This design comes from an exercise in tuning for small area, a short achievable clock period and few clock cycles per item on the open sky130 flow, not from production work.
In this exercise RTL edits were held to simulation tests only and were not proved equivalent to the original.

## flow/design.v (module list and top-level ports; edited modules follow where they fit)
// module rga_csa_mul: 915 lines
// module rga_add32: 397 lines
// module rga_add31: 372 lines
// module rga_add30: 363 lines
// module rational_arith_gcd_reduce_top: 309 lines
module rational_arith_gcd_reduce_top (
  input  logic               clk,
  input  logic               rst,
  input  logic               operands_valid,
  output logic               operands_ready,
  input  logic [1:0]         operands_command,
  input  logic signed [15:0] operands_left_num,
  input  logic        [14:0] operands_left_den,
  input  logic signed [15:0] operands_right_num,
  input  logic        [14:0] operands_right_den,
  output logic               result_valid,
  input  logic               result_ready,
  output logic signed [31:0] result_result_num,
  output logic        [30:0] result_result_den,
  output logic               result_status
);
  // ...
==> flow/run.sh <==
#!/bin/bash
# synth_recipe.tcl (not shown) runs the flow's synth.tcl, then flattens the netlist and writes it again
# the make line also repeats each setting of config.mk as NAME=value (left out here)
make -C /OpenROAD-flow-scripts/flow DESIGN_CONFIG=/design/flow/config.mk WORK_HOME=/design/flow/orfs CLKGATE_MAP_FILE= SYNTH_SCRIPT=/design/flow/synth_recipe.tcl finish
==> flow/config.mk <==
export PLATFORM = sky130hd
export DESIGN_NAME = rational_arith_gcd_reduce_top
export DESIGN_NICKNAME = rational_arith_gcd_reduce_top
export VERILOG_FILES = /design/flow/design.v
export SDC_FILE = /design/flow/constraint.sdc
export NUM_CORES = 4
export LEC_CHECK = 0
export CAP_MARGIN = 20
export CORE_MARGIN = 2
export CORE_UTILIZATION = 60
export PLACE_DENSITY = 0.7
export SETUP_SLACK_MARGIN = 5
export SLEW_MARGIN = 20
==> flow/constraint.sdc <==
create_clock -name core_clock -period 9.0 [get_ports {clk}]
set_input_delay 1.8000 -clock core_clock [delete_from_list [all_inputs] [get_ports {clk}]]
set_output_delay 1.8000 -clock core_clock [all_outputs]
set_load 0.01 [all_outputs]
==> out/metrics.yaml, run 1 <==
detailed_routing:
  highest_layer: "met5"
  dr.pass1.iters: 9
finish:
  fillers: 4168
  multi_input_area_share: 0.605
  reg.largest.list: "a0 x32, b0 x32"
  syn2layout_area_growth_pct: 16.1
  dominant_cells: "multi-input combinational cells"
  buffer_area_frac: 0.0758
  layout-drive-gt1-share: 0.128
  nNonClkBuffers: 307
  multi_input_gates: 2851
  final_cell_mix: "nand2_1 (393), inv_1 (332), a21oi_1 (278), o21ai_0 (238), nor2_1 (236)"
  multi_input_area_um2: 22700
setup_path:
  critPathMaxStageDelay_ns: 0.55
  r2r_cells: 10
  cp-startpoint: "mx[3]"
  worst-setup-path-type: "reg2reg"
global_route:
  grt_pass1_wl_um: 176000
  grt_usage: 0.410
placed_design:
  gp_congestion: 1.03
  dp_hpwl_um: 80600
yosys:
  synth_xor_area_frac: 0.0342
  synthTopCellsByArea: "edfxtp_1 (16%), fa_1 (15%), dfxtp_1 (9.7%)"
status:
  outcome: "no timing/DRC/antenna violations"
clocking:
  clock_sinks: 332
  hold_buffers: 0
die:
  initial_utilization: 0.604
timing:
  min_period_ns: 4.14
  final.setup_skew_ns: 0.0290
  timing.final.crit_share: 0.460
worst_hold_path:
  hold_end: "b1[0]"
  min_delay_path_depth: 2
Testbench counts, summed over its fixed seeds: cycles 40,339, items 2,400.
==> module rational_arith_gcd_reduce_top, before the edit <==
module rational_arith_gcd_reduce_top (
  input  logic               clk,
  input  logic               rst,
  input  logic               operands_valid,
  output logic               operands_ready,
  input  logic [1:0]         operands_command,
  input  logic signed [15:0] operands_left_num,
  input  logic        [14:0] operands_left_den,
  input  logic signed [15:0] operands_right_num,
  input  logic        [14:0] operands_right_den,
  output logic               result_valid,
  input  logic               result_ready,
  output logic signed [31:0] result_result_num,
  output logic        [30:0] result_result_den,
  output logic               result_status
);
  localparam int K = 4;
  typedef enum logic [2:0] {
    S_IDLE, S_M0, S_M1, S_M2, S_M3, S_GCD, S_OUT
  } state_t;
  state_t state;
  state_t state_n;
  logic   pending;     
  logic   pending_n;
  logic   p1;          
  logic   p1_n;
  logic [1:0]  cmd;
  logic [14:0] cm;
  logic [14:0] bd;
  logic [14:0] dd;
  logic        an;
  logic        cn;
  logic [30:0]        u;
  logic [30:0]        v;
  logic signed [31:0] a0;
  logic [29:0]        a1;
  logic signed [31:0] b0;
  logic [29:0]        b1;
  logic               status;
  logic take;
  assign operands_ready = !pending && (state == S_IDLE || state == S_GCD || state == S_OUT);
  assign take = operands_valid && operands_ready;
  logic [31:0] s1;     
  logic [30:0] dm;     
  logic [30:0] dmag;   
  logic        gt;     
  logic        u_zero;
  logic        v_zero;
  logic        uv_eq;
  assign s1 = {1'b0, u} - {1'b0, v};
  assign gt = !s1[31];
  always_comb begin
    logic [31:0] m;
    m = {1'b0, u ^ v};
    for (int s = 1; s < 32; s = s * 2) m = m | (m << s);
    dm    = m[29:0] << 1;
    uv_eq = !m[30];
  end
  assign dmag   = s1[30:0] ^ (gt ? 31'd0 : dm);
  assign u_zero = (u == '0);
  assign v_zero = (v == '0);
  function automatic logic [2:0] tz(input logic [K-1:0] x);
    tz = 3'(K);
    for (int i = K - 1; i >= 0; i--) begin
      if (x[i]) tz = 3'(i);
    end
  endfunction
  logic st_both_even;
  logic st_swap;
  logic st_vstrip;
  logic st_sub;
  assign st_both_even = !u[0] && !v[0];
  assign st_swap      = !u[0] && v[0];
  assign st_vstrip    = u[0] && !v[0];
  assign st_sub       = u[0] && v[0];
  logic [2:0] kv;   
  logic [2:0] kb;   
  always_comb begin
    if (st_sub) begin
      kv = tz(s1[K-1:0]);
      kb = kv;
    end else if (st_vstrip) begin
      kv = tz(v[K-1:0]);
      kb = kv;
    end else if (st_both_even) begin
      kv = 3'd1;
      kb = 3'd0;
    end else begin
      kv = 3'd0;
      kb = 3'd0;
    end
  end
  logic [30:0]        vsrc;
  logic signed [31:0] bsrc0;
  logic [29:0]        bsrc1;
  logic [30:0]        v_step;
  logic signed [31:0] b0_step;
  logic [29:0]        b1_step;
  logic [30:0]        u_step;
  always_comb begin
    if (st_sub) begin
      vsrc  = dmag;
      bsrc0 = gt ? a0 : b0;
      bsrc1 = gt ? a1 : b1;
      u_step = gt ? v : u;
    end else if (st_swap) begin
      vsrc  = u;
      bsrc0 = a0;
      bsrc1 = a1;
      u_step = v;
    end else begin
      vsrc  = v;
      bsrc0 = b0;
      bsrc1 = b1;
      u_step = st_both_even ? (u >> 1) : u;
    end
  end
  assign v_step  = vsrc >> kv;
  assign b0_step = bsrc0 <<< kb;
  assign b1_step = bsrc1 << kb;
  logic gcd_done;
  assign gcd_done = u_zero || v_zero || uv_eq;
  always_comb begin
    state_n   = state;
    pending_n = pending;
    p1_n      = p1;
    unique case (state)
      S_IDLE: if (take) state_n = S_M0;
      S_M0:   state_n = S_M1;
      S_M1:   state_n = S_M2;
      S_M2:   state_n = cmd[1] ? S_GCD : S_M3;
      S_M3:   state_n = S_GCD;
      S_GCD: begin
        if (take) pending_n = 1'b1;
        p1_n = pending;
        if (gcd_done) state_n = S_OUT;
      end
      S_OUT: begin
        if (pending && p1) begin
          if (result_ready) begin
            state_n   = S_M2;
            pending_n = 1'b0;
            p1_n      = 1'b0;
          end
        end else if (pending) begin
          p1_n = 1'b1;
          if (result_ready) begin
            state_n   = S_M1;
            pending_n = 1'b0;
            p1_n      = 1'b0;
          end
        end else begin
          if (take) pending_n = 1'b1;
          if (result_ready) begin
            state_n   = take ? S_M0 : S_IDLE;
            pending_n = 1'b0;
          end
        end
      end
      default: state_n = S_IDLE;
    endcase
  end
  logic iss2_n;
  logic iss3_n;
  assign iss2_n = (state_n == S_M1) || (state_n == S_OUT && pending_n && p1_n);
  assign iss3_n = (state_n == S_M2);
  logic [14:0] mx;
  logic        mxs;
  logic [14:0] my;
  logic        mys;
  logic [30:0] csa_s;
  logic [30:0] csa_c;
  logic [30:0] ps;
  logic [30:0] pc;
  logic [30:0] prod;
  rga_csa_mul u_mul (
    .x  (mx),
    .sx (mxs),
    .y  (my),
    .sy (mys),
    .s (csa_s),
    .c (csa_c)
  );
  rga_add31 u_add_p (
    .a   (ps),
    .b   (pc),
    .cin (1'b0),
    .s   (prod)
  );
  logic signed [31:0] ab0;
  logic [29:0]        ab1;
  rga_add32 u_add_0 (
    .a   (a0),
    .b   (b0),
    .cin (1'b0),
    .s   (ab0)
  );
  rga_add30 u_add_1 (
    .a   (a1),
    .b   (b1),
    .cin (1'b0),
    .s   (ab1)
  );
  logic        s2sgn;
  logic        same;
  logic [30:0] nmag;
  logic        nneg;
  assign s2sgn = cn ^ (cmd == 2'd1);
  assign same  = (an == s2sgn);
  always_comb begin
    if (same) begin
      nmag = ab0[30:0];
      nneg = an;
    end else begin
      nmag = dmag;
      nneg = gt ? an : s2sgn;
    end
  end
  logic first_in;   
  assign first_in = (state == S_M1) || (state == S_OUT && pending && p1 && result_ready);
  always_ff @(posedge clk) begin
    if (rst) begin
      state   <= S_IDLE;
      pending <= 1'b0;
      p1      <= 1'b0;
    end else begin
      state   <= state_n;
      pending <= pending_n;
      p1      <= p1_n;
    end
  end
  always_ff @(posedge clk) begin
    if (take) begin
      cmd <= operands_command;
      mx  <= operands_left_num[14:0] ^ {15{operands_left_num[15]}};
      mxs <= operands_left_num[15];
      cm  <= operands_right_num[14:0] ^ {15{operands_right_num[15]}};
      my  <= (operands_command != 2'd2) ? operands_right_den :
             operands_right_num[14:0] ^ {15{operands_right_num[15]}};
      mys <= (operands_command == 2'd2) && operands_right_num[15];
      an  <= operands_left_num[15];
      cn  <= operands_right_num[15];
      bd  <= operands_left_den;
      dd  <= operands_right_den;
    end else if (iss2_n) begin
      mx  <= bd;
      mxs <= 1'b0;
      my  <= (cmd == 2'd2) ? dd : cm;
      mys <= (cmd != 2'd2) && cn;
    end else if (iss3_n) begin
      my  <= dd;
      mys <= 1'b0;
    end
    if (!(state == S_OUT && pending && p1 && !result_ready)) begin
      ps <= csa_s;
      pc <= csa_c;
    end
    if (first_in) begin
      u  <= prod;
      b0 <= 32'(prod);
    end
    if (state == S_M2) begin
      v <= prod;
      if (!cmd[1]) begin
        a0 <= 32'(prod);
      end else begin
        a0 <= (an ^ cn) ? -32'sd1 : 32'sd1;
        a1 <= '0;
        b0 <= '0;
        b1 <= 30'd1;
      end
    end
    if (state == S_M3) begin
      u  <= nmag;
      v  <= prod;
      a0 <= nneg ? -32'sd1 : 32'sd1;
      a1 <= '0;
      b0 <= '0;
      b1 <= 30'd1;
    end
    if (state == S_GCD) begin
      if (u_zero || v_zero) begin
        a0     <= '0;
        a1     <= 30'd1;
        status <= v_zero;
      end else if (uv_eq) begin
        a0     <= ab0;
        a1     <= ab1;
        status <= 1'b0;
      end else begin
        u  <= u_step;
        v  <= v_step;
        b0 <= b0_step;
        b1 <= b1_step;
        if (st_sub) begin
          a0 <= ab0;
          a1 <= ab1;
        end else if (st_swap) begin
          a0 <= b0;
          a1 <= b1;
        end
      end
    end
  end
  assign result_valid      = (state == S_OUT);
  assign result_result_num = a0;
  assign result_result_den = {1'b0, a1};
  assign result_status     = status;
endmodule
==> run 2: changes to the inputs <==
--- a/flow/design.v
+++ b/flow/design.v
@@ -928,401 +928,4 @@
   assign c = {1'b0, 1'b0, cs_450, cs_448, cs_446, cs_444, cs_442, cs_440, cs_438, cs_436, cs_434, cs_432, cs_430, cs_428, cs_426, cs_424, cs_422, cs_420, cs_418, cs_416, cs_414, cs_412, cs_410, cs_408, cs_406, cs_404, cs_402, cs_400, cs_398, cs_396, cs_395};
 endmodule
-module rga_add32 (
-  input  logic [31:0] a,
-  input  logic [31:0] b,
-  input  logic        cin,
-  output logic [31:0] s
-);
-  logic g0_0;
-  logic p0_0;
-  logic g1_1;
-  logic p1_1;
-  logic g2_2;
-  logic p2_2;
-  logic g3_3;
-  logic p3_3;
-  logic g4_4;
-  logic p4_4;
-  logic g5_5;
-  logic p5_5;
-  logic g6_6;
-  logic p6_6;
-  logic g7_7;
-  logic p7_7;
-  logic g8_8;
-  logic p8_8;
-  logic g9_9;
-  logic p9_9;
-  logic g10_10;
-  logic p10_10;
-  logic g11_11;
-  logic p11_11;
-  logic g12_12;
-  logic p12_12;
-  logic g13_13;
-  logic p13_13;
-  logic g14_14;
-  logic p14_14;
-  logic g15_15;
-  logic p15_15;
-  logic g16_16;
-  logic p16_16;
-  logic g17_17;
-  logic p17_17;
-  logic g18_18;
-  logic p18_18;
-  logic g19_19;
-  logic p19_19;
-  logic g20_20;
-  logic p20_20;
-  logic g21_21;
-  logic p21_21;
-  logic g22_22;
-  logic p22_22;
-  logic g23_23;
-  logic p23_23;
-  logic g24_24;
-  logic p24_24;
-  logic g25_25;
-  logic p25_25;
-  logic g26_26;
-  logic p26_26;
-  logic g27_27;
-  logic p27_27;
-  logic g28_28;
-  logic p28_28;
-  logic g29_29;
-  logic p29_29;
-  logic g30_30;
-  logic p30_30;
-  logic g31_31;
-  logic p31_31;
-  logic gc0;
-  logic g1_0;
-  logic p1_0;
-  logic g3_2;
-  logic p3_2;
-  logic g5_4;
-  logic p5_4;
-  logic g7_6;
-  logic p7_6;
-  logic g9_8;
-  logic p9_8;
-  logic g11_10;
-  logic p11_10;
-  logic g13_12;
-  logic p13_12;
-  logic g15_14;
-  logic p15_14;
-  logic g17_16;
-  logic p17_16;
-  logic g19_18;
-  logic p19_18;
-  logic g21_20;
-  logic p21_20;
-  logic g23_22;
-  logic p23_22;
-  logic g25_24;
-  logic p25_24;
-  logic g27_26;
-  logic p27_26;
-  logic g29_28;
-  logic p29_28;
-  logic g31_30;
-  logic p31_30;
-  logic g3_0;
-  logic p3_0;
-  logic g7_4;
-  logic p7_4;
-  logic g11_8;
-  logic p11_8;
-  logic g15_12;
-  logic p15_12;
-  logic g19_16;
-  logic p19_16;
-  logic g23_20;
-  logic p23_20;
-  logic g27_24;
-  logic p27_24;
-  logic g31_28;
-  logic p31_28;
-  logic g7_0;
-  logic p7_0;
-  logic g15_8;
-  logic p15_8;
-  logic g23_16;
-  logic p23_16;
-  logic g31_24;
-  logic p31_24;
-  logic g15_0;
-  logic p15_0;
-  logic g31_16;
-  logic p31_16;
-  logic g31_0;
-  logic p31_0;
-  logic g23_0;
-  logic p23_0;
-  logic g11_0;
-  logic p11_0;
-  logic g19_0;
-  logic p19_0;
-  logic g27_0;
-  logic p27_0;
-  logic g5_0;
-  logic p5_0;
-  logic g9_0;
-  logic p9_0;
-  logic g13_0;
-  logic p13_0;
-  logic g17_0;
-  logic p17_0;
-  logic g21_0;
-  logic p21_0;
-  logic g25_0;
-  logic p25_0;
-  logic g29_0;
-  logic p29_0;
-  logic g2_0;
-  logic p2_0;
-  logic g4_0;
-  logic p4_0;
-  logic g6_0;
-  logic p6_0;
-  logic g8_0;
-  logic p8_0;
-  logic g10_0;
-  logic p10_0;
-  logic g12_0;
-  logic p12_0;
-  logic g14_0;
-  logic p14_0;
-  logic g16_0;
-  logic p16_0;
-  logic g18_0;
-  logic p18_0;
-  logic g20_0;
-  logic p20_0;
-  logic g22_0;
-  logic p22_0;
-  logic g24_0;
-  logic p24_0;
-  logic g26_0;
-  logic p26_0;
-  logic g28_0;
-  logic p28_0;
-  logic g30_0;
-  logic p30_0;
-  assign g0_0 = a[0] & b[0];
-  assign p0_0 = a[0] ^ b[0];
-  assign g1_1 = a[1] & b[1];
-  assign p1_1 = a[1] ^ b[1];
-  assign g2_2 = a[2] & b[2];
-  assign p2_2 = a[2] ^ b[2];
-  assign g3_3 = a[3] & b[3];
-  assign p3_3 = a[3] ^ b[3];
-  assign g4_4 = a[4] & b[4];
-  assign p4_4 = a[4] ^ b[4];
-  assign g5_5 = a[5] & b[5];
-  assign p5_5 = a[5] ^ b[5];
-  assign g6_6 = a[6] & b[6];
-  assign p6_6 = a[6] ^ b[6];
-  assign g7_7 = a[7] & b[7];
-  assign p7_7 = a[7] ^ b[7];
-  assign g8_8 = a[8] & b[8];
-  assign p8_8 = a[8] ^ b[8];
-  assign g9_9 = a[9] & b[9];
-  assign p9_9 = a[9] ^ b[9];
-  assign g10_10 = a[10] & b[10];
-  assign p10_10 = a[10] ^ b[10];
-  assign g11_11 = a[11] & b[11];
-  assign p11_11 = a[11] ^ b[11];
-  assign g12_12 = a[12] & b[12];
-  assign p12_12 = a[12] ^ b[12];
-  assign g13_13 = a[13] & b[13];
-  assign p13_13 = a[13] ^ b[13];
-  assign g14_14 = a[14] & b[14];
-  assign p14_14 = a[14] ^ b[14];
-  assign g15_15 = a[15] & b[15];
-  assign p15_15 = a[15] ^ b[15];
-  assign g16_16 = a[16] & b[16];
-  assign p16_16 = a[16] ^ b[16];
-  assign g17_17 = a[17] & b[17];
-  assign p17_17 = a[17] ^ b[17];
-  assign g18_18 = a[18] & b[18];
-  assign p18_18 = a[18] ^ b[18];
-  assign g19_19 = a[19] & b[19];
-  assign p19_19 = a[19] ^ b[19];
-  assign g20_20 = a[20] & b[20];
-  assign p20_20 = a[20] ^ b[20];
-  assign g21_21 = a[21] & b[21];
-  assign p21_21 = a[21] ^ b[21];
-  assign g22_22 = a[22] & b[22];
-  assign p22_22 = a[22] ^ b[22];
-  assign g23_23 = a[23] & b[23];
-  assign p23_23 = a[23] ^ b[23];
-  assign g24_24 = a[24] & b[24];
-  assign p24_24 = a[24] ^ b[24];
-  assign g25_25 = a[25] & b[25];
-  assign p25_25 = a[25] ^ b[25];
-  assign g26_26 = a[26] & b[26];
-  assign p26_26 = a[26] ^ b[26];
-  assign g27_27 = a[27] & b[27];
-  assign p27_27 = a[27] ^ b[27];
-  assign g28_28 = a[28] & b[28];
-  assign p28_28 = a[28] ^ b[28];
-  assign g29_29 = a[29] & b[29];
-  assign p29_29 = a[29] ^ b[29];
-  assign g30_30 = a[30] & b[30];
-  assign p30_30 = a[30] ^ b[30];
-  assign g31_31 = a[31] & b[31];
-  assign p31_31 = a[31] ^ b[31];
-  assign gc0 = g0_0 | (p0_0 & cin);
-  assign g1_0 = g1_1 | (p1_1 & gc0);
-  assign p1_0 = p1_1 & p0_0;
-  assign g3_2 = g3_3 | (p3_3 & g2_2);
-  assign p3_2 = p3_3 & p2_2;
-  assign g5_4 = g5_5 | (p5_5 & g4_4);
-  assign p5_4 = p5_5 & p4_4;
-  assign g7_6 = g7_7 | (p7_7 & g6_6);
-  assign p7_6 = p7_7 & p6_6;
-  assign g9_8 = g9_9 | (p9_9 & g8_8);
-  assign p9_8 = p9_9 & p8_8;
-  assign g11_10 = g11_11 | (p11_11 & g10_10);
-  assign p11_10 = p11_11 & p10_10;
-  assign g13_12 = g13_13 | (p13_13 & g12_12);
-  assign p13_12 = p13_13 & p12_12;
-  assign g15_14 = g15_15 | (p15_15 & g14_14);
-  assign p15_14 = p15_15 & p14_14;
-  assign g17_16 = g17_17 | (p17_17 & g16_16);
-  assign p17_16 = p17_17 & p16_16;
-  assign g19_18 = g19_19 | (p19_19 & g18_18);
-  assign p19_18 = p19_19 & p18_18;
-  assign g21_20 = g21_21 | (p21_21 & g20_20);
-  assign p21_20 = p21_21 & p20_20;
-  assign g23_22 = g23_23 | (p23_23 & g22_22);
-  assign p23_22 = p23_23 & p22_22;
-  assign g25_24 = g25_25 | (p25_25 & g24_24);
-  assign p25_24 = p25_25 & p24_24;
-  assign g27_26 = g27_27 | (p27_27 & g26_26);
-  assign p27_26 = p27_27 & p26_26;
-  assign g29_28 = g29_29 | (p29_29 & g28_28);
-  assign p29_28 = p29_29 & p28_28;
-  assign g31_30 = g31_31 | (p31_31 & g30_30);
-  assign p31_30 = p31_31 & p30_30;
-  assign g3_0 = g3_2 | (p3_2 & g1_0);
-  assign p3_0 = p3_2 & p1_0;
-  assign g7_4 = g7_6 | (p7_6 & g5_4);
-  assign p7_4 = p7_6 & p5_4;
-  assign g11_8 = g11_10 | (p11_10 & g9_8);
-  assign p11_8 = p11_10 & p9_8;
-  assign g15_12 = g15_14 | (p15_14 & g13_12);
-  assign p15_12 = p15_14 & p13_12;
-  assign g19_16 = g19_18 | (p19_18 & g17_16);
-  assign p19_16 = p19_18 & p17_16;
-  assign g23_20 = g23_22 | (p23_22 & g21_20);
-  assign p23_20 = p23_22 & p21_20;
-  assign g27_24 = g27_26 | (p27_26 & g25_24);
-  assign p27_24 = p27_26 & p25_24;
-  assign g31_28 = g31_30 | (p31_30 & g29_28);
-  assign p31_28 = p31_30 & p29_28;
-  assign g7_0 = g7_4 | (p7_4 & g3_0);
-  assign p7_0 = p7_4 & p3_0;
-  assign g15_8 = g15_12 | (p15_12 & g11_8);
-  assign p15_8 = p15_12 & p11_8;
-  assign g23_16 = g23_20 | (p23_20 & g19_16);
-  assign p23_16 = p23_20 & p19_16;
-  assign g31_24 = g31_28 | (p31_28 & g27_24);
-  assign p31_24 = p31_28 & p27_24;
-  assign g15_0 = g15_8 | (p15_8 & g7_0);
-  assign p15_0 = p15_8 & p7_0;
-  assign g31_16 = g31_24 | (p31_24 & g23_16);
-  assign p31_16 = p31_24 & p23_16;
-  assign g31_0 = g31_16 | (p31_16 & g15_0);
-  assign p31_0 = p31_16 & p15_0;
-  assign g23_0 = g23_16 | (p23_16 & g15_0);
-  assign p23_0 = p23_16 & p15_0;
-  assign g11_0 = g11_8 | (p11_8 & g7_0);
-  assign p11_0 = p11_8 & p7_0;
-  assign g19_0 = g19_16 | (p19_16 & g15_0);
-  assign p19_0 = p19_16 & p15_0;
-  assign g27_0 = g27_24 | (p27_24 & g23_0);
-  assign p27_0 = p27_24 & p23_0;
-  assign g5_0 = g5_4 | (p5_4 & g3_0);
-  assign p5_0 = p5_4 & p3_0;
-  assign g9_0 = g9_8 | (p9_8 & g7_0);
-  assign p9_0 = p9_8 & p7_0;
-  assign g13_0 = g13_12 | (p13_12 & g11_0);
-  assign p13_0 = p13_12 & p11_0;
-  assign g17_0 = g17_16 | (p17_16 & g15_0);
-  assign p17_0 = p17_16 & p15_0;
-  assign g21_0 = g21_20 | (p21_20 & g19_0);
-  assign p21_0 = p21_20 & p19_0;
-  assign g25_0 = g25_24 | (p25_24 & g23_0);
-  assign p25_0 = p25_24 & p23_0;
-  assign g29_0 = g29_28 | (p29_28 & g27_0);
-  assign p29_0 = p29_28 & p27_0;
-  assign g2_0 = g2_2 | (p2_2 & g1_0);
-  assign p2_0 = p2_2 & p1_0;
-  assign g4_0 = g4_4 | (p4_4 & g3_0);
-  assign p4_0 = p4_4 & p3_0;
-  assign g6_0 = g6_6 | (p6_6 & g5_0);
-  assign p6_0 = p6_6 & p5_0;
-  assign g8_0 = g8_8 | (p8_8 & g7_0);
-  assign p8_0 = p8_8 & p7_0;
-  assign g10_0 = g10_10 | (p10_10 & g9_0);
-  assign p10_0 = p10_10 & p9_0;
-  assign g12_0 = g12_12 | (p12_12 & g11_0);
-  assign p12_0 = p12_12 & p11_0;
-  assign g14_0 = g14_14 | (p14_14 & g13_0);
-  assign p14_0 = p14_14 & p13_0;
-  assign g16_0 = g16_16 | (p16_16 & g15_0);
-  assign p16_0 = p16_16 & p15_0;
-  assign g18_0 = g18_18 | (p18_18 & g17_0);
-  assign p18_0 = p18_18 & p17_0;
-  assign g20_0 = g20_20 | (p20_20 & g19_0);
-  assign p20_0 = p20_20 & p19_0;
-  assign g22_0 = g22_22 | (p22_22 & g21_0);
-  assign p22_0 = p22_22 & p21_0;
-  assign g24_0 = g24_24 | (p24_24 & g23_0);
-  assign p24_0 = p24_24 & p23_0;
-  assign g26_0 = g26_26 | (p26_26 & g25_0);
-  assign p26_0 = p26_26 & p25_0;
-  assign g28_0 = g28_28 | (p28_28 & g27_0);
-  assign p28_0 = p28_28 & p27_0;
-  assign g30_0 = g30_30 | (p30_30 & g29_0);
-  assign p30_0 = p30_30 & p29_0;
-  assign s[0] = p0_0 ^ cin;
-  assign s[1] = p1_1 ^ gc0;
-  assign s[2] = p2_2 ^ g1_0;
-  assign s[3] = p3_3 ^ g2_0;
-  assign s[4] = p4_4 ^ g3_0;
-  assign s[5] = p5_5 ^ g4_0;
-  assign s[6] = p6_6 ^ g5_0;
-  assign s[7] = p7_7 ^ g6_0;
-  assign s[8] = p8_8 ^ g7_0;
-  assign s[9] = p9_9 ^ g8_0;
-  assign s[10] = p10_10 ^ g9_0;
-  assign s[11] = p11_11 ^ g10_0;
-  assign s[12] = p12_12 ^ g11_0;
-  assign s[13] = p13_13 ^ g12_0;
-  assign s[14] = p14_14 ^ g13_0;
-  assign s[15] = p15_15 ^ g14_0;
-  assign s[16] = p16_16 ^ g15_0;
-  assign s[17] = p17_17 ^ g16_0;
-  assign s[18] = p18_18 ^ g17_0;
-  assign s[19] = p19_19 ^ g18_0;
-  assign s[20] = p20_20 ^ g19_0;
-  assign s[21] = p21_21 ^ g20_0;
-  assign s[22] = p22_22 ^ g21_0;
-  assign s[23] = p23_23 ^ g22_0;
-  assign s[24] = p24_24 ^ g23_0;
-  assign s[25] = p25_25 ^ g24_0;
-  assign s[26] = p26_26 ^ g25_0;
-  assign s[27] = p27_27 ^ g26_0;
-  assign s[28] = p28_28 ^ g27_0;
-  assign s[29] = p29_29 ^ g28_0;
-  assign s[30] = p30_30 ^ g29_0;
-  assign s[31] = p31_31 ^ g30_0;
-endmodule
 module rga_add31 (
   input  logic [30:0] a,
@@ -1697,367 +1300,4 @@
   assign s[30] = p30_30 ^ g29_0;
 endmodule
-module rga_add30 (
-  input  logic [29:0] a,
-  input  logic [29:0] b,
-  input  logic        cin,
-  output logic [29:0] s
-);
-  logic g0_0;
-  logic p0_0;
-  logic g1_1;
-  logic p1_1;
-  logic g2_2;
-  logic p2_2;
-  logic g3_3;
-  logic p3_3;
-  logic g4_4;
-  logic p4_4;
-  logic g5_5;
-  logic p5_5;
-  logic g6_6;
-  logic p6_6;
-  logic g7_7;
-  logic p7_7;
-  logic g8_8;
-  logic p8_8;
-  logic g9_9;
-  logic p9_9;
-  logic g10_10;
-  logic p10_10;
-  logic g11_11;
-  logic p11_11;
-  logic g12_12;
-  logic p12_12;
-  logic g13_13;
-  logic p13_13;
-  logic g14_14;
-  logic p14_14;
-  logic g15_15;
-  logic p15_15;
-  logic g16_16;
-  logic p16_16;
-  logic g17_17;
-  logic p17_17;
-  logic g18_18;
-  logic p18_18;
-  logic g19_19;
-  logic p19_19;
-  logic g20_20;
-  logic p20_20;
-  logic g21_21;
-  logic p21_21;
-  logic g22_22;
-  logic p22_22;
-  logic g23_23;
-  logic p23_23;
-  logic g24_24;
-  logic p24_24;
-  logic g25_25;
-  logic p25_25;
-  logic g26_26;
-  logic p26_26;
-  logic g27_27;
-  logic p27_27;
-  logic g28_28;
-  logic p28_28;
-  logic g29_29;
-  logic p29_29;
-  logic gc0;
-  logic g1_0;
-  logic p1_0;
-  logic g3_2;
-  logic p3_2;
-  logic g5_4;
-  logic p5_4;
-  logic g7_6;
-  logic p7_6;
-  logic g9_8;
-  logic p9_8;
-  logic g11_10;
-  logic p11_10;
-  logic g13_12;
-  logic p13_12;
-  logic g15_14;
-  logic p15_14;
-  logic g17_16;
-  logic p17_16;
-  logic g19_18;
-  logic p19_18;
-  logic g21_20;
-  logic p21_20;
-  logic g23_22;
-  logic p23_22;
-  logic g25_24;
-  logic p25_24;
-  logic g27_26;
-  logic p27_26;
-  logic g29_28;
-  logic p29_28;
-  logic g3_0;
-  logic p3_0;
-  logic g7_4;
-  logic p7_4;
-  logic g11_8;
-  logic p11_8;
-  logic g15_12;
-  logic p15_12;
-  logic g19_16;
-  logic p19_16;
-  logic g23_20;
-  logic p23_20;
-  logic g27_24;
-  logic p27_24;
-  logic g7_0;
-  logic p7_0;
-  logic g15_8;
-  logic p15_8;
-  logic g23_16;
-  logic p23_16;
-  logic g15_0;
-  logic p15_0;
-  logic g23_0;
-  logic p23_0;
-  logic g11_0;
-  logic p11_0;
-  logic g19_0;
-  logic p19_0;
-  logic g27_0;
-  logic p27_0;
-  logic g5_0;
-  logic p5_0;
-  logic g9_0;
-  logic p9_0;
-  logic g13_0;
-  logic p13_0;
-  logic g17_0;
-  logic p17_0;
-  logic g21_0;
-  logic p21_0;
-  logic g25_0;
-  logic p25_0;
-  logic g29_0;
-  logic p29_0;
-  logic g2_0;
-  logic p2_0;
-  logic g4_0;
-  logic p4_0;
-  logic g6_0;
-  logic p6_0;
-  logic g8_0;
-  logic p8_0;
-  logic g10_0;
-  logic p10_0;
-  logic g12_0;
-  logic p12_0;
-  logic g14_0;
-  logic p14_0;
-  logic g16_0;
-  logic p16_0;
-  logic g18_0;
-  logic p18_0;
-  logic g20_0;
-  logic p20_0;
-  logic g22_0;
-  logic p22_0;
-  logic g24_0;
-  logic p24_0;
-  logic g26_0;
-  logic p26_0;
-  logic g28_0;
-  logic p28_0;
-  assign g0_0 = a[0] & b[0];
-  assign p0_0 = a[0] ^ b[0];
-  assign g1_1 = a[1] & b[1];
-  assign p1_1 = a[1] ^ b[1];
-  assign g2_2 = a[2] & b[2];
-  assign p2_2 = a[2] ^ b[2];
-  assign g3_3 = a[3] & b[3];
-  assign p3_3 = a[3] ^ b[3];
-  assign g4_4 = a[4] & b[4];
-  assign p4_4 = a[4] ^ b[4];
-  assign g5_5 = a[5] & b[5];
-  assign p5_5 = a[5] ^ b[5];
-  assign g6_6 = a[6] & b[6];
-  assign p6_6 = a[6] ^ b[6];
-  assign g7_7 = a[7] & b[7];
-  assign p7_7 = a[7] ^ b[7];
-  assign g8_8 = a[8] & b[8];
-  assign p8_8 = a[8] ^ b[8];
-  assign g9_9 = a[9] & b[9];
-  assign p9_9 = a[9] ^ b[9];
-  assign g10_10 = a[10] & b[10];
-  assign p10_10 = a[10] ^ b[10];
-  assign g11_11 = a[11] & b[11];
-  assign p11_11 = a[11] ^ b[11];
-  assign g12_12 = a[12] & b[12];
-  assign p12_12 = a[12] ^ b[12];
-  assign g13_13 = a[13] & b[13];
-  assign p13_13 = a[13] ^ b[13];
-  assign g14_14 = a[14] & b[14];
-  assign p14_14 = a[14] ^ b[14];
-  assign g15_15 = a[15] & b[15];
-  assign p15_15 = a[15] ^ b[15];
-  assign g16_16 = a[16] & b[16];
-  assign p16_16 = a[16] ^ b[16];
-  assign g17_17 = a[17] & b[17];
-  assign p17_17 = a[17] ^ b[17];
-  assign g18_18 = a[18] & b[18];
-  assign p18_18 = a[18] ^ b[18];
-  assign g19_19 = a[19] & b[19];
-  assign p19_19 = a[19] ^ b[19];
-  assign g20_20 = a[20] & b[20];
-  assign p20_20 = a[20] ^ b[20];
-  assign g21_21 = a[21] & b[21];
-  assign p21_21 = a[21] ^ b[21];
-  assign g22_22 = a[22] & b[22];
-  assign p22_22 = a[22] ^ b[22];
-  assign g23_23 = a[23] & b[23];
-  assign p23_23 = a[23] ^ b[23];
-  assign g24_24 = a[24] & b[24];
-  assign p24_24 = a[24] ^ b[24];
-  assign g25_25 = a[25] & b[25];
-  assign p25_25 = a[25] ^ b[25];
-  assign g26_26 = a[26] & b[26];
-  assign p26_26 = a[26] ^ b[26];
-  assign g27_27 = a[27] & b[27];
-  assign p27_27 = a[27] ^ b[27];
-  assign g28_28 = a[28] & b[28];
-  assign p28_28 = a[28] ^ b[28];
-  assign g29_29 = a[29] & b[29];
-  assign p29_29 = a[29] ^ b[29];
-  assign gc0 = g0_0 | (p0_0 & cin);
-  assign g1_0 = g1_1 | (p1_1 & gc0);
-  assign p1_0 = p1_1 & p0_0;
-  assign g3_2 = g3_3 | (p3_3 & g2_2);
-  assign p3_2 = p3_3 & p2_2;
-  assign g5_4 = g5_5 | (p5_5 & g4_4);
-  assign p5_4 = p5_5 & p4_4;
-  assign g7_6 = g7_7 | (p7_7 & g6_6);
-  assign p7_6 = p7_7 & p6_6;
-  assign g9_8 = g9_9 | (p9_9 & g8_8);
-  assign p9_8 = p9_9 & p8_8;
-  assign g11_10 = g11_11 | (p11_11 & g10_10);
-  assign p11_10 = p11_11 & p10_10;
-  assign g13_12 = g13_13 | (p13_13 & g12_12);
-  assign p13_12 = p13_13 & p12_12;
-  assign g15_14 = g15_15 | (p15_15 & g14_14);
-  assign p15_14 = p15_15 & p14_14;
-  assign g17_16 = g17_17 | (p17_17 & g16_16);
-  assign p17_16 = p17_17 & p16_16;
-  assign g19_18 = g19_19 | (p19_19 & g18_18);
-  assign p19_18 = p19_19 & p18_18;
-  assign g21_20 = g21_21 | (p21_21 & g20_20);
-  assign p21_20 = p21_21 & p20_20;
-  assign g23_22 = g23_23 | (p23_23 & g22_22);
-  assign p23_22 = p23_23 & p22_22;
-  assign g25_24 = g25_25 | (p25_25 & g24_24);
-  assign p25_24 = p25_25 & p24_24;
-  assign g27_26 = g27_27 | (p27_27 & g26_26);
-  assign p27_26 = p27_27 & p26_26;
-  assign g29_28 = g29_29 | (p29_29 & g28_28);
-  assign p29_28 = p29_29 & p28_28;
-  assign g3_0 = g3_2 | (p3_2 & g1_0);
-  assign p3_0 = p3_2 & p1_0;
-  assign g7_4 = g7_6 | (p7_6 & g5_4);
-  assign p7_4 = p7_6 & p5_4;
-  assign g11_8 = g11_10 | (p11_10 & g9_8);
-  assign p11_8 = p11_10 & p9_8;
-  assign g15_12 = g15_14 | (p15_14 & g13_12);
-  assign p15_12 = p15_14 & p13_12;
-  assign g19_16 = g19_18 | (p19_18 & g17_16);
-  assign p19_16 = p19_18 & p17_16;
-  assign g23_20 = g23_22 | (p23_22 & g21_20);
-  assign p23_20 = p23_22 & p21_20;
-  assign g27_24 = g27_26 | (p27_26 & g25_24);
-  assign p27_24 = p27_26 & p25_24;
-  assign g7_0 = g7_4 | (p7_4 & g3_0);
-  assign p7_0 = p7_4 & p3_0;
-  assign g15_8 = g15_12 | (p15_12 & g11_8);
-  assign p15_8 = p15_12 & p11_8;
-  assign g23_16 = g23_20 | (p23_20 & g19_16);
-  assign p23_16 = p23_20 & p19_16;
-  assign g15_0 = g15_8 | (p15_8 & g7_0);
-  assign p15_0 = p15_8 & p7_0;
-  assign g23_0 = g23_16 | (p23_16 & g15_0);
-  assign p23_0 = p23_16 & p15_0;
-  assign g11_0 = g11_8 | (p11_8 & g7_0);
-  assign p11_0 = p11_8 & p7_0;
-  assign g19_0 = g19_16 | (p19_16 & g15_0);
-  assign p19_0 = p19_16 & p15_0;
-  assign g27_0 = g27_24 | (p27_24 & g23_0);
-  assign p27_0 = p27_24 & p23_0;
-  assign g5_0 = g5_4 | (p5_4 & g3_0);
-  assign p5_0 = p5_4 & p3_0;
-  assign g9_0 = g9_8 | (p9_8 & g7_0);
-  assign p9_0 = p9_8 & p7_0;
-  assign g13_0 = g13_12 | (p13_12 & g11_0);
-  assign p13_0 = p13_12 & p11_0;
-  assign g17_0 = g17_16 | (p17_16 & g15_0);
-  assign p17_0 = p17_16 & p15_0;
-  assign g21_0 = g21_20 | (p21_20 & g19_0);
-  assign p21_0 = p21_20 & p19_0;
-  assign g25_0 = g25_24 | (p25_24 & g23_0);
-  assign p25_0 = p25_24 & p23_0;
-  assign g29_0 = g29_28 | (p29_28 & g27_0);
-  assign p29_0 = p29_28 & p27_0;
-  assign g2_0 = g2_2 | (p2_2 & g1_0);
-  assign p2_0 = p2_2 & p1_0;
-  assign g4_0 = g4_4 | (p4_4 & g3_0);
-  assign p4_0 = p4_4 & p3_0;
-  assign g6_0 = g6_6 | (p6_6 & g5_0);
-  assign p6_0 = p6_6 & p5_0;
-  assign g8_0 = g8_8 | (p8_8 & g7_0);
-  assign p8_0 = p8_8 & p7_0;
-  assign g10_0 = g10_10 | (p10_10 & g9_0);
-  assign p10_0 = p10_10 & p9_0;
-  assign g12_0 = g12_12 | (p12_12 & g11_0);
-  assign p12_0 = p12_12 & p11_0;
-  assign g14_0 = g14_14 | (p14_14 & g13_0);
-  assign p14_0 = p14_14 & p13_0;
-  assign g16_0 = g16_16 | (p16_16 & g15_0);
-  assign p16_0 = p16_16 & p15_0;
-  assign g18_0 = g18_18 | (p18_18 & g17_0);
-  assign p18_0 = p18_18 & p17_0;
-  assign g20_0 = g20_20 | (p20_20 & g19_0);
-  assign p20_0 = p20_20 & p19_0;
-  assign g22_0 = g22_22 | (p22_22 & g21_0);
-  assign p22_0 = p22_22 & p21_0;
-  assign g24_0 = g24_24 | (p24_24 & g23_0);
-  assign p24_0 = p24_24 & p23_0;
-  assign g26_0 = g26_26 | (p26_26 & g25_0);
-  assign p26_0 = p26_26 & p25_0;
-  assign g28_0 = g28_28 | (p28_28 & g27_0);
-  assign p28_0 = p28_28 & p27_0;
-  assign s[0] = p0_0 ^ cin;
-  assign s[1] = p1_1 ^ gc0;
-  assign s[2] = p2_2 ^ g1_0;
-  assign s[3] = p3_3 ^ g2_0;
-  assign s[4] = p4_4 ^ g3_0;
-  assign s[5] = p5_5 ^ g4_0;
-  assign s[6] = p6_6 ^ g5_0;
-  assign s[7] = p7_7 ^ g6_0;
-  assign s[8] = p8_8 ^ g7_0;
-  assign s[9] = p9_9 ^ g8_0;
-  assign s[10] = p10_10 ^ g9_0;
-  assign s[11] = p11_11 ^ g10_0;
-  assign s[12] = p12_12 ^ g11_0;
-  assign s[13] = p13_13 ^ g12_0;
-  assign s[14] = p14_14 ^ g13_0;
-  assign s[15] = p15_15 ^ g14_0;
-  assign s[16] = p16_16 ^ g15_0;
-  assign s[17] = p17_17 ^ g16_0;
-  assign s[18] = p18_18 ^ g17_0;
-  assign s[19] = p19_19 ^ g18_0;
-  assign s[20] = p20_20 ^ g19_0;
-  assign s[21] = p21_21 ^ g20_0;
-  assign s[22] = p22_22 ^ g21_0;
-  assign s[23] = p23_23 ^ g22_0;
-  assign s[24] = p24_24 ^ g23_0;
-  assign s[25] = p25_25 ^ g24_0;
-  assign s[26] = p26_26 ^ g25_0;
-  assign s[27] = p27_27 ^ g26_0;
-  assign s[28] = p28_28 ^ g27_0;
-  assign s[29] = p29_29 ^ g28_0;
-endmodule
 module rational_arith_gcd_reduce_top (
   input  logic               clk,
@@ -2092,4 +1332,7 @@
   logic        an;
   logic        cn;
+  logic fl_md;    
+  logic fl_an;    
+  logic fl_s2;    
   logic [30:0]        u;
   logic [30:0]        v;
@@ -2099,7 +1342,13 @@
   logic [29:0]        b1;
   logic               status;
+  logic in_m1;
+  logic in_m2;
+  logic in_m3;
+  logic in_gcd;
+  logic in_out;
+  logic ready_q;
   logic take;
-  assign operands_ready = !pending && (state == S_IDLE || state == S_GCD || state == S_OUT);
-  assign take = operands_valid && operands_ready;
+  assign operands_ready = ready_q;
+  assign take = operands_valid && ready_q;
   logic [31:0] s1;     
   logic [30:0] dm;     
@@ -2107,5 +1356,4 @@
   logic        gt;     
   logic        u_zero;
-  logic        v_zero;
   logic        uv_eq;
   assign s1 = {1'b0, u} - {1'b0, v};
@@ -2120,5 +1368,4 @@
   assign dmag   = s1[30:0] ^ (gt ? 31'd0 : dm);
   assign u_zero = (u == '0);
-  assign v_zero = (v == '0);
   function automatic logic [2:0] tz(input logic [K-1:0] x);
     tz = 3'(K);
@@ -2181,5 +1428,11 @@
   assign b1_step = bsrc1 << kb;
   logic gcd_done;
-  assign gcd_done = u_zero || v_zero || uv_eq;
+  assign gcd_done = uv_eq;
+  logic den_zero;
+  logic n_zero;
+  logic early;
+  assign den_zero = ((ps ^ pc) == 31'((ps | pc) << 1));
+  assign n_zero   = in_m2 ? u_zero : (same ? (u_zero && uv_eq) : uv_eq);
+  assign early    = den_zero || n_zero;
   always_comb begin
     state_n   = state;
@@ -2189,7 +1442,18 @@
       S_IDLE: if (take) state_n = S_M0;
       S_M0:   state_n = S_M1;
-      S_M1:   state_n = S_M2;
-      S_M2:   state_n = cmd[1] ? S_GCD : S_M3;
-      S_M3:   state_n = S_GCD;
+      S_M1: begin
+        if (take) pending_n = 1'b1;
+        state_n = S_M2;
+      end
+      S_M2: begin
+        if (take) pending_n = 1'b1;
+        p1_n    = pending;
+        state_n = !fl_md ? S_M3 : early ? S_OUT : S_GCD;
+      end
+      S_M3: begin
+        if (take) pending_n = 1'b1;
+        p1_n    = pending;
+        state_n = early ? S_OUT : S_GCD;
+      end
       S_GCD: begin
         if (take) pending_n = 1'b1;
@@ -2251,33 +1515,25 @@
   logic signed [31:0] ab0;
   logic [29:0]        ab1;
-  rga_add32 u_add_0 (
-    .a   (a0),
-    .b   (b0),
-    .cin (1'b0),
-    .s   (ab0)
-  );
-  rga_add30 u_add_1 (
-    .a   (a1),
-    .b   (b1),
-    .cin (1'b0),
-    .s   (ab1)
-  );
+  assign ab0 = a0 + b0;
+  assign ab1 = a1 + b1;
   logic        s2sgn;
   logic        same;
   logic [30:0] nmag;
   logic        nneg;
-  assign s2sgn = cn ^ (cmd == 2'd1);
-  assign same  = (an == s2sgn);
+  assign s2sgn = fl_s2;
+  assign same  = (fl_an == fl_s2);
   always_comb begin
     if (same) begin
       nmag = ab0[30:0];
-      nneg = an;
+      nneg = fl_an;
     end else begin
       nmag = dmag;
-      nneg = gt ? an : s2sgn;
+      nneg = gt ? fl_an : s2sgn;
     end
   end
   logic first_in;   
-  assign first_in = (state == S_M1) || (state == S_OUT && pending && p1 && result_ready);
+  assign first_in = in_m1 || (in_out && pending && p1 && result_ready);
+  logic [1:0] cmd_n;
+  assign cmd_n = take ? operands_command : cmd;
   always_ff @(posedge clk) begin
     if (rst) begin
@@ -2285,8 +1541,22 @@
       pending <= 1'b0;
       p1      <= 1'b0;
+      in_m1   <= 1'b0;
+      in_m2   <= 1'b0;
+      in_m3   <= 1'b0;
+      in_gcd  <= 1'b0;
+      in_out  <= 1'b0;
+      ready_q <= 1'b0;
     end else begin
       state   <= state_n;
       pending <= pending_n;
       p1      <= p1_n;
+      in_m1   <= (state_n == S_M1);
+      in_m2   <= (state_n == S_M2);
+      in_m3   <= (state_n == S_M3);
+      in_gcd  <= (state_n == S_GCD);
+      in_out  <= (state_n == S_OUT);
+      ready_q <= !pending_n && (state_n == S_IDLE || state_n == S_GCD || state_n == S_OUT ||
+                                state_n == S_M2 || state_n == S_M3 ||
+                                (state_n == S_M1 && cmd_n[1]));
     end
   end
@@ -2313,40 +1583,42 @@
       mys <= 1'b0;
     end
-    if (!(state == S_OUT && pending && p1 && !result_ready)) begin
+    if (!(in_out && pending && p1 && !result_ready)) begin
       ps <= csa_s;
       pc <= csa_c;
     end
     if (first_in) begin
+      fl_md <= cmd[1];
+      fl_an <= cmd[1] ? (an ^ cn) : an;
+      fl_s2 <= cn ^ (cmd == 2'd1);
+    end
+    if (first_in) begin
       u  <= prod;
       b0 <= 32'(prod);
     end
-    if (state == S_M2) begin
+    if (in_m2) begin
       v <= prod;
-      if (!cmd[1]) begin
+      if (!fl_md) begin
         a0 <= 32'(prod);
       end else begin
-        a0 <= (an ^ cn) ? -32'sd1 : 32'sd1;
-        a1 <= '0;
-        b0 <= '0;
-        b1 <= 30'd1;
+        a0     <= early ? 32'sd0 : fl_an ? -32'sd1 : 32'sd1;
+        a1     <= early ? 30'd1 : 30'd0;
+        b0     <= '0;
+        b1     <= 30'd1;
+        status <= den_zero;
       end
     end
-    if (state == S_M3) begin
-      u  <= nmag;
-      v  <= prod;
-      a0 <= nneg ? -32'sd1 : 32'sd1;
-      a1 <= '0;
-      b0 <= '0;
-      b1 <= 30'd1;
-    end
-    if (state == S_GCD) begin
-      if (u_zero || v_zero) begin
-        a0     <= '0;
-        a1     <= 30'd1;
-        status <= v_zero;
-      end else if (uv_eq) begin
-        a0     <= ab0;
-        a1     <= ab1;
-        status <= 1'b0;
+    if (in_m3) begin
+      u      <= nmag;
+      v      <= prod;
+      a0     <= early ? 32'sd0 : nneg ? -32'sd1 : 32'sd1;
+      a1     <= early ? 30'd1 : 30'd0;
+      b0     <= '0;
+      b1     <= 30'd1;
+      status <= den_zero;
+    end
+    if (in_gcd) begin
+      if (uv_eq) begin
+        a0 <= ab0;
+        a1 <= ab1;
       end else begin
         u  <= u_step;
@@ -2364,5 +1636,5 @@
     end
   end
-  assign result_valid      = (state == S_OUT);
+  assign result_valid      = in_out;
   assign result_result_num = a0;
   assign result_result_den = {1'b0, a1};
--- a/flow/config.mk
+++ b/flow/config.mk
@@ -8,6 +8,6 @@
 export CAP_MARGIN = 20
 export CORE_MARGIN = 2
-export CORE_UTILIZATION = 60
-export PLACE_DENSITY = 0.7
+export CORE_UTILIZATION = 70
+export PLACE_DENSITY = 0.8
 export SETUP_SLACK_MARGIN = 5
 export SLEW_MARGIN = 20
==> out/metrics.yaml, run 2 <==
yosys:
  synth_cell_types: 103  # was 92
  synth.most_common_cell: "inv_1"  # was nand2_1
  async_flop_share: 0  # unchanged
  synthFlopType: "edfxtp_1"  # unchanged
  yosys.area.top_type: "edfxtp_1"  # unchanged
  synth_nets: 4313  # was 4,237
  avgSynthCellArea_um2: 8.82  # was 8.57 um2
  yosysWarnings: 1  # unchanged
  syn-cell-area_um2: 34000  # was 32,400 um2
  synth_common_cells: "inv_1 (321), nand2_1 (288), a21oi_1 (274), nor2_1 (261), and2_1 (241)"  # was nand2_1 (400), inv_1 (345), a21oi_1 (294), nor2_1 (262), o21ai_0 (256)
  yosysTopAreaCellShare: 0.156  # was 0.162
  ys_seq_elements: 341  # was 332
  synthCells: 3850  # was 3,777
  synthTopCellsByArea: "edfxtp_1 (16%), fa_1 (13%), dfxtp_1 (9.7%)"  # was edfxtp_1 (16%), fa_1 (15%), dfxtp_1 (9.7%)
  synth_enable_flop_cells: 177  # was 175
  yosysSeqAreaShare: 0.253  # was 0.259
placed_design:
  numPlacedInstances: 4413  # was 4,402
  dp_hpwl_um: 83700  # was 80,600 um
  gp_congestion: 0.991  # was 1.03
  io_buffers: 132  # unchanged
clocking:
  cts_max_level: 2  # unchanged
  cts_max_path_buffers: 3  # unchanged
  root_buffer: "clkbuf_16"  # unchanged
  clock_sinks: 341  # was 332
  hold_buffers: 0  # unchanged
  numCtsBuffers: 40  # was 42
status:
  error_message: "[ERROR GRT-0232] Routing congestion too high. Check the congestion heatmap in the GUI."
  outcome: "aborted with a tool error"  # was no timing/DRC/antenna violations
  failed_stage: "5_1_grt"
die:
  io_pins: 134  # unchanged
  row_count: 80  # was 85
  fp.dieH_um: 224  # was 236 um
  initial_utilization: 0.710  # was 0.604
  die_x_um: 224  # was 236 um
timing:
  worst-ep-kind: "register data pin"
  crit_endpoint: "ps[13]$_DFFE_PN_/D"
global_route:
  grt_max_degree: 77
  grt_usage: 0.733
  overflow: 12
run 2: repair_timing:
item                       CTS
resized for setup          130
pin swaps                   42
setup buffers               82
cloned                       1
setup endpoints to repair  293
run 2: worst min-delay path by stage:
stage                     startpoint      to  slack [ns]  depth (start not counted)
after detailed placement      bd[10]  mx[10]        0.53                          2
after CTS                      b1[3]   b1[3]        0.54                          2
after floorplan               cmd[1]   fl_md        0.46                          0
after global placement         bd[2]   mx[2]        0.51                          2
run 2: cell families after synthesis:
kind of cell	Yosys count	synth area share
and+or+nand+nor	1119	0.166
AOI/OAI and AO/OA	1002	0.192
buffers and inverters	556	0.0687
adders and majority gates	395	0.193
DFF	341	0.253
muxes	266	0.0837
xor gates and xnor gates	170	0.0441
other	1	0.000110
run 2: through the flow:
| step | util | instance area, um2 | worst slack [ns] | hold WS (ns) |
|---|---|---|---|---|
| after detailed placement | 0.741 | 35500 | 3.36 | 0.526 |
| after global placement | 0.741 | 35500 | 3.65 | 0.505 |
| after CTS | 0.796 | 38100 | 4.83 | 0.540 |
| after floorplan | - | 34000 | 4.56 | 0.462 |
run 2: per-layer routing:
layer | GRT overflow | global-route usage
met1 | 0 | 0.730
met2 | 7 | 0.910
met3 | 0 | 0.575
met4 | 5 | 0.692
met5 | 0 | 0.391
Testbench counts of run 2, summed over its fixed seeds: cycles 39,685, items 2,400.
==> run 3: changes to the inputs <==
--- a/flow/config.mk
+++ b/flow/config.mk
@@ -8,6 +8,6 @@
 export CAP_MARGIN = 20
 export CORE_MARGIN = 2
-export CORE_UTILIZATION = 70
-export PLACE_DENSITY = 0.8
+export CORE_UTILIZATION = 55
+export PLACE_DENSITY = 0.65
 export SETUP_SLACK_MARGIN = 5
 export SLEW_MARGIN = 20
==> out/metrics.yaml, run 3 <==
die:
  io_pins: 134  # unchanged
  row_count: 91  # was 80
  fp.dieH_um: 253  # was 224 um
  initial_utilization: 0.554  # was 0.710
  core-area_um2: 61400
  die_area_um2: 63800
  die_x_um: 253  # was 224 um
placed_design:
  io_buffers: 132  # unchanged
  gp_congestion: 0.950  # was 0.991
  dp_hpwl_um: 84400  # was 83,700 um
  pre_cts_slack_ns: 3.60  # was 3.36 ns
yosys:
  yosysWarnings: 1  # unchanged
  yosysTopAreaCellShare: 0.156  # unchanged
  ys_seq_elements: 341  # unchanged
  yosysSeqAreaShare: 0.253  # unchanged
  async_flop_share: 0  # unchanged
  synth_cell_types: 103  # unchanged
  syn-cell-area_um2: 34000  # unchanged
  synthCells: 3850  # unchanged
  avgSynthCellArea_um2: 8.82  # unchanged
  synthTopCellsByArea: "edfxtp_1 (16%), fa_1 (13%), dfxtp_1 (9.7%)"  # unchanged
  synthFlopType: "edfxtp_1"  # unchanged
  synth_nets: 4313  # unchanged
  synth_common_cells: "inv_1 (321), nand2_1 (288), a21oi_1 (274), nor2_1 (261), and2_1 (241)"  # unchanged
  synth_enable_flop_cells: 177  # unchanged
  synth.most_common_cell: "inv_1"  # unchanged
  yosys.area.top_type: "edfxtp_1"  # unchanged
finish:
  final_cell_mix: "inv_1 (310), nand2_1 (280), a21oi_1 (261), nor2_1 (243), mux2i_1 (235)"
  fillers: 5149
  reg.largest.list: "a0 x32, b0 x32"
  regArea_um2: 8610
  multi_input_area_um2: 24200
  syn2layout_area_growth_pct: 16.7
  layout-drive-gt1-share: 0.133
  final_nets: 4456
  layout_commonest_cell: "inv_1"
  utilization: 0.646
setup_path:
  crit_path_frequent_cell: "fa_2"
  crit_family: "adder cells"
  path_buf_inv: 4
  crit_arrival_ns: 4.45
  path_cells: "buf_6, buf_6, and2_4, fa_2, inv_2, fa_2, fa_1, fa_2, fa_1, inv_2, fa_2"
  required_ns: 9.32
  start_kind: "register"
  path_max_fanout: 3
  worst-setup-path-type: "reg2reg"
  r2r_setup_slack_ns: 4.88
  critPathMaxStageDelay_ns: 0.55
  slowest_stage: "fa_2"
  worst_setup_path_end_kind: "register"
detailed_routing:
  first_iter_violations: 3002
  wl_met2_um: 57000
  vias: 31000
  wl_met3_um: 9490
  ant_nets: 0
  drc_errors: 0
  wl_um: 120000
  wire_per_inst_um: 24.9
  highest_layer: "met5"
  dr.pass1.iters: 6
  via_per_inst: 6.43
  wl_met1_um: 45700
clocking:
  clock_sinks: 341  # unchanged
  cts_tree: "done"
  root_buffer: "clkbuf_16"  # unchanged
  cts_max_path_buffers: 3  # unchanged
  cts_max_level: 2  # unchanged
  insertion_delay_ns: 0.59
  clkTransAtPathRegs_ns: 0.06
  numCtsBuffers: 42  # was 40
timing:
  final-hold-violation-count: 0
  final.setup.worst_slack_ns: 4.88
  setup-tns-final_ns: 0
  timing.final.crit_share: 0.458
  max_slew_margin: 0.225
  clock.fmax_mhz: 243
  worst_pin_slew_ns: 1.16
  whs_ns: 0.526
  rsz0062_at_grt: "true"
  final.setup_skew_ns: 0.0188
  setup_viol: 0
  finalMaxSlewViolations: 0
  min_period_ns: 4.12
global_route:
  grt_pass1_vias: 30800
  grt_pass1_wl_um: 181000
  overflow: 0
  grt_antenna_before_repair: 2
  grt_usage: 0.368
  grt_max_degree: 70
status:
  outcome: "no timing/DRC/antenna violations"  # was aborted with a tool error
job:
  cap_violations: 0
worst_hold_path:
  hold_path_class: "reg2reg"
-- run 3: cell counts after synthesis --
No cell type changed its count.
-- run 3: per-stage QoR --
stage	cell area (um2)	cells
after floorplan	34000	3850
after detailed placement	35700	4588
after global routing	39600	4815
final	39600	4816
after CTS	38400	4762
after global placement	35700	4588
-- run 3: layer usage --
metal / global-route usage / up-vias
li1: - / 13800
met1: 0.452 / 15100
met2: 0.615 / 1610
met3: 0.0533 / 408
met4: 0.218 / 2
met5: 0 / -
-- run 3: worst register-to-register path, delay by kind of cell (launching register included) --
| family | cells | cell delay (ns) |
|---|---|---|
| adders and majority gates | 6 | 2.90 |
| buffers and inverters | 4 | 0.39 |
| and+or+nand+nor | 1 | 0.16 |
| DFF | 1 | 0.42 |
-- run 3: worst paths after layout --
| path | from | to | cells after the start |
|---|---|---|---|
| max reg2reg | mx[4] | ps[16] | 11 |
| max | mx[4] | ps[16] | 11 |
| min reg2reg | b1[3] | b1[3] | 2 |
| min | b1[3] | b1[3] | 2 |
-- run 3: cell families after synthesis --
| kind of cell | count (synthesis) | share of synthesized area |
|---|---|---|
| mux | 266 | 0.0837 |
| compound gates | 1002 | 0.192 |
| fa+ha+maj | 395 | 0.193 |
| other cells | 1 | 0.000110 |
| buf+inv | 556 | 0.0687 |
| flops | 341 | 0.253 |
| xor+xnor | 170 | 0.0441 |
| simple gates | 1119 | 0.166 |
-- run 3: repair_timing --
action / in CTS / in global routing
gates cloned: 3 / 5
setup buffers: 95 / 48
gates resized for setup: 136 / 157
endpoints found under the setup margin: 289 / 196
hold buffers: 0 / 0
pin swaps: 72 / 62
-- run 3: layout make-up --
| cell class | instances | share of cell area |
|---|---|---|
| antenna | 1 | 0.0000631 |
| clock buffer | 50 | 0.0283 |
| clock inverter | 26 | 0.00641 |
| inverter | 321 | 0.0305 |
| multi-input combinational | 2954 | 0.610 |
| sequential | 341 | 0.217 |
| tap | 790 | 0.0249 |
| timing repair buffer | 333 | 0.0829 |
==> run 4: changes to the inputs <==
--- a/flow/config.mk
+++ b/flow/config.mk
@@ -10,4 +10,4 @@
 export CORE_UTILIZATION = 55
 export PLACE_DENSITY = 0.65
-export SETUP_SLACK_MARGIN = 5
+export SETUP_SLACK_MARGIN = 3.5
 export SLEW_MARGIN = 20
==> out/metrics.yaml, run 4 <==
global_route:
  grt_max_degree: 77  # was 70
  grt_antenna_before_repair: 1  # was 2
  grt_pass1_wl_um: 174000  # was 181,000 um
  overflow: 0  # unchanged
  grt_usage: 0.352  # was 0.368
  grt_pass1_vias: 30100  # was 30,800
setup_path:
  cp-startpoint: "v[0]"  # was mx[4]
  path_max_fanout: 46  # was 3
  crit_arrival_ns: 5.66  # was 4.45 ns
  critPathMaxStageDelay_ns: 0.67  # was 0.55 ns
  start_kind: "register"  # unchanged
  crit_cells: 13  # was 11
  worst-setup-path-type: "reg2reg"  # unchanged
  path_buf_inv: 3  # was 4
  crit_family: "buffers and inverters"  # was adder cells
  r2r_cells: 13  # was 11
  path_cells: "buf_4, ha_4, fa_1, o21ai_0, a21o_1, buf_4, and2_4, buf_4, mux2i_1, mux2i_1, mux2_2, a21oi_1, o21ai_0"  # was buf_6, buf_6, and2_4, fa_2, inv_2, fa_2, fa_1, fa_2, fa_1, inv_2, fa_2
  r2r_setup_slack_ns: 3.79  # was 4.88 ns
  required_ns: 9.45  # was 9.32 ns
  worst_setup_path_end_kind: "register"  # unchanged
  r2r_start: "v[0]"  # was mx[4]
  crit_path_frequent_cell: "buf_4"  # was fa_2
  slowest_stage: "ha_4"  # was fa_2
finish:
  antennaDiodeCount: 0  # was 1
  reg.largest.list: "a0 x32, b0 x32"  # unchanged
  layout_commonest_cell: "inv_1"  # unchanged
  final-instance-count-excl-fill: 4666  # was 4,816
  syn2layout_area_growth_pct: 9.09  # was 16.7%
  final_nets: 4306  # was 4,456
  final_cell_mix: "inv_1 (320), nand2_1 (288), a21oi_1 (273), nor2_1 (258), and2_1 (240)"  # was inv_1 (310), nand2_1 (280), a21oi_1 (261), nor2_1 (243), mux2i_1 (235)
  final_cell_area_um2: 37100  # was 39,600 um2
  layout-drive-gt1-share: 0.0531  # was 0.133
  fillers: 5446  # was 5,149
die:
  die_area_um2: 63800  # unchanged
  die_x_um: 253  # unchanged
  row_count: 91  # unchanged
  io_pins: 134  # unchanged
  initial_utilization: 0.554  # unchanged
  core-area_um2: 61400  # unchanged
  fp.dieH_um: 253  # unchanged
yosys:
  synth.most_common_cell: "inv_1"  # unchanged
  syn-cell-area_um2: 34000  # unchanged
  yosys.area.top_type: "edfxtp_1"  # unchanged
  synthFlopType: "edfxtp_1"  # unchanged
  synth_cell_types: 103  # unchanged
  yosysTopAreaCellShare: 0.156  # unchanged
  ys_seq_elements: 341  # unchanged
  synth_enable_flop_cells: 177  # unchanged
  synth_common_cells: "inv_1 (321), nand2_1 (288), a21oi_1 (274), nor2_1 (261), and2_1 (241)"  # unchanged
  yosysWarnings: 1  # unchanged
  yosysSeqAreaShare: 0.253  # unchanged
  avgSynthCellArea_um2: 8.82  # unchanged
  async_flop_share: 0  # unchanged
  synthTopCellsByArea: "edfxtp_1 (16%), fa_1 (13%), dfxtp_1 (9.7%)"  # unchanged
  synthCells: 3850  # unchanged
  synth_nets: 4313  # unchanged
timing:
  clock.fmax_mhz: 192  # was 243 MHz
  final-hold-violation-count: 0  # unchanged
  timing.final.crit_share: 0.579  # was 0.458
  rsz0062_at_grt: "false"  # was true
  final.setup_skew_ns: 0.0273  # was 0.0188 ns
  max_slew_margin: 0.209  # was 0.225
  worst_pin_slew_ns: 1.18  # was 1.16 ns
  min_period_ns: 5.21  # was 4.12 ns
  final.setup.worst_slack_ns: 3.79  # was 4.88 ns
  finalMaxSlewViolations: 0  # unchanged
  setup_viol: 0  # unchanged
  setup-tns-final_ns: 0  # unchanged
detailed_routing:
  vias: 29900  # was 31,000
  wire_per_inst_um: 24.2  # was 24.9 um
  dr.pass1.iters: 6  # unchanged
  wl_um: 113000  # was 120,000 um
  ant_nets: 0  # unchanged
  drc_errors: 0  # unchanged
  via_per_inst: 6.40  # was 6.43
  first_iter_violations: 2571  # was 3,002
worst_hold_path:
  worstHoldStart: "b0[28]"  # was b1[3]
  min_delay_path_depth: 2  # unchanged
  hold_path_class: "reg2reg"  # unchanged
placed_design:
  gp_congestion: 0.973  # was 0.950
  dp_hpwl_um: 84100  # was 84,400 um
  placed_cell_area_um2: 35700  # about the same
  io_buffers: 132  # unchanged
  numPlacedInstances: 4587  # was 4,588
  pre_cts_slack_ns: 3.87  # was 3.60 ns
clocking:
  clock_sinks: 341  # unchanged
  cts_setup_buffers: 0  # was 95
  numCtsBuffers: 43  # was 42
  cts_max_level: 2  # unchanged
  hold_buffers: 0  # unchanged
  cts_tree: "done"  # unchanged
  clkTransAtPathRegs_ns: 0.06  # about the same
  insertion_delay_ns: 0.60  # was 0.59 ns
  cts_resized: 0  # was 136
  cts_max_path_buffers: 3  # unchanged
  root_buffer: "clkbuf_16"  # unchanged
status:
  outcome: "no timing/DRC/antenna violations"  # unchanged
job:
  cap_violations: 0  # unchanged
run 4: cells by family after synthesis:
group,after synthesis,synth area share
multiplexers,266,0.0837
AO/OA/AOI/OAI,1002,0.192
buffers and inverters,556,0.0687
flip-flops,341,0.253
adder cells (fa/ha/maj),395,0.193
AND/OR/NAND/NOR,1119,0.166
other,1,0.000110
XOR/XNOR,170,0.0441
run 4: layout make-up:
class	count	area, um2	area share
multi-input combinational	2953	23200	0.625
sequential	341	8600	0.232
timing repair buffer	183	1700	0.0460
inverter	321	1200	0.0325
clock buffer	53	1120	0.0303
tap	790	988	0.0267
clock inverter	25	260	0.00702
run 4: metal layers:
layer | track usage | vias up | share of wire
met5 | 0 | - | 0.000089
met4 | 0.200 | 2 | 0.061
met3 | 0.0539 | 375 | 0.073
met2 | 0.592 | 1399 | 0.48
met1 | 0.432 | 14600 | 0.39
li1 | - | 13500 | -
run 4: worst reg2reg max path: stages, from the launching register on:
cell and delay [ns]:
edfxtp_1 0.35, buf_4 0.45, ha_4 0.67, fa_1 0.62
o21ai_0 0.31, a21o_1 0.13, buf_4 0.34, and2_4 0.54
buf_4 0.66, mux2i_1 0.35, mux2i_1 0.14, mux2_2 0.31
a21oi_1 0.14, o21ai_0 0.08
run 4: final timing paths:
| path | end |
|---|---|
| worst max-delay path | b1[18] |
| worst min register to register | a0[28] |
| worst max register to register | b1[18] |
| worst min-delay path | a0[28] |
run 4: per-stage QoR:
step	hold WS [ns]	utilization
finish	0.518	0.604
global route	0.536	0.604
CTS	0.514	0.604
detailed placement	0.506	0.581
global placement	0.506	0.581
floorplan	0.462	-

afterwards: timing with drivers on the ports:
The results above use ideal ports. As a check the final layouts listed here were re-extracted and re-timed, cells and wires unchanged.
Step 1: set_driving_cell puts a clkbuf_16 on clk and a buf_2 on each other input, an assumption about the parent block.
Step 2 times the ports against the registers' clock, not the clock port: input delays grow and output delays shrink by t, the midpoint of the rising clock arrivals with the driver on.
a / b / c = no drivers / after step 1 / after step 2; a / b = the first two.
| run | shift t [ns] | setup slack, ns | latest minus earliest clock arrival (ns) | slew at the worst register clock pin (ns) |
|---|---|---|---|---|
| run 1 | 0.649 | 4.859 / 4.859 / 4.627 | 0.029 / 0.029 | 0.07 / 0.07 |
| run 3 | 0.649 | 4.878 / 4.878 / 4.510 | 0.020 / 0.019 | 0.07 / 0.07 |
| run 4 | 0.649 | 3.792 / 3.792 / 3.792 | 0.027 / 0.027 | 0.06 / 0.06 |
After both steps every run listed still meets setup and hold. For run 3, which loses most, drivers alone change the setup slack by 0.000 ns; drivers and shift together by -0.368 ns.
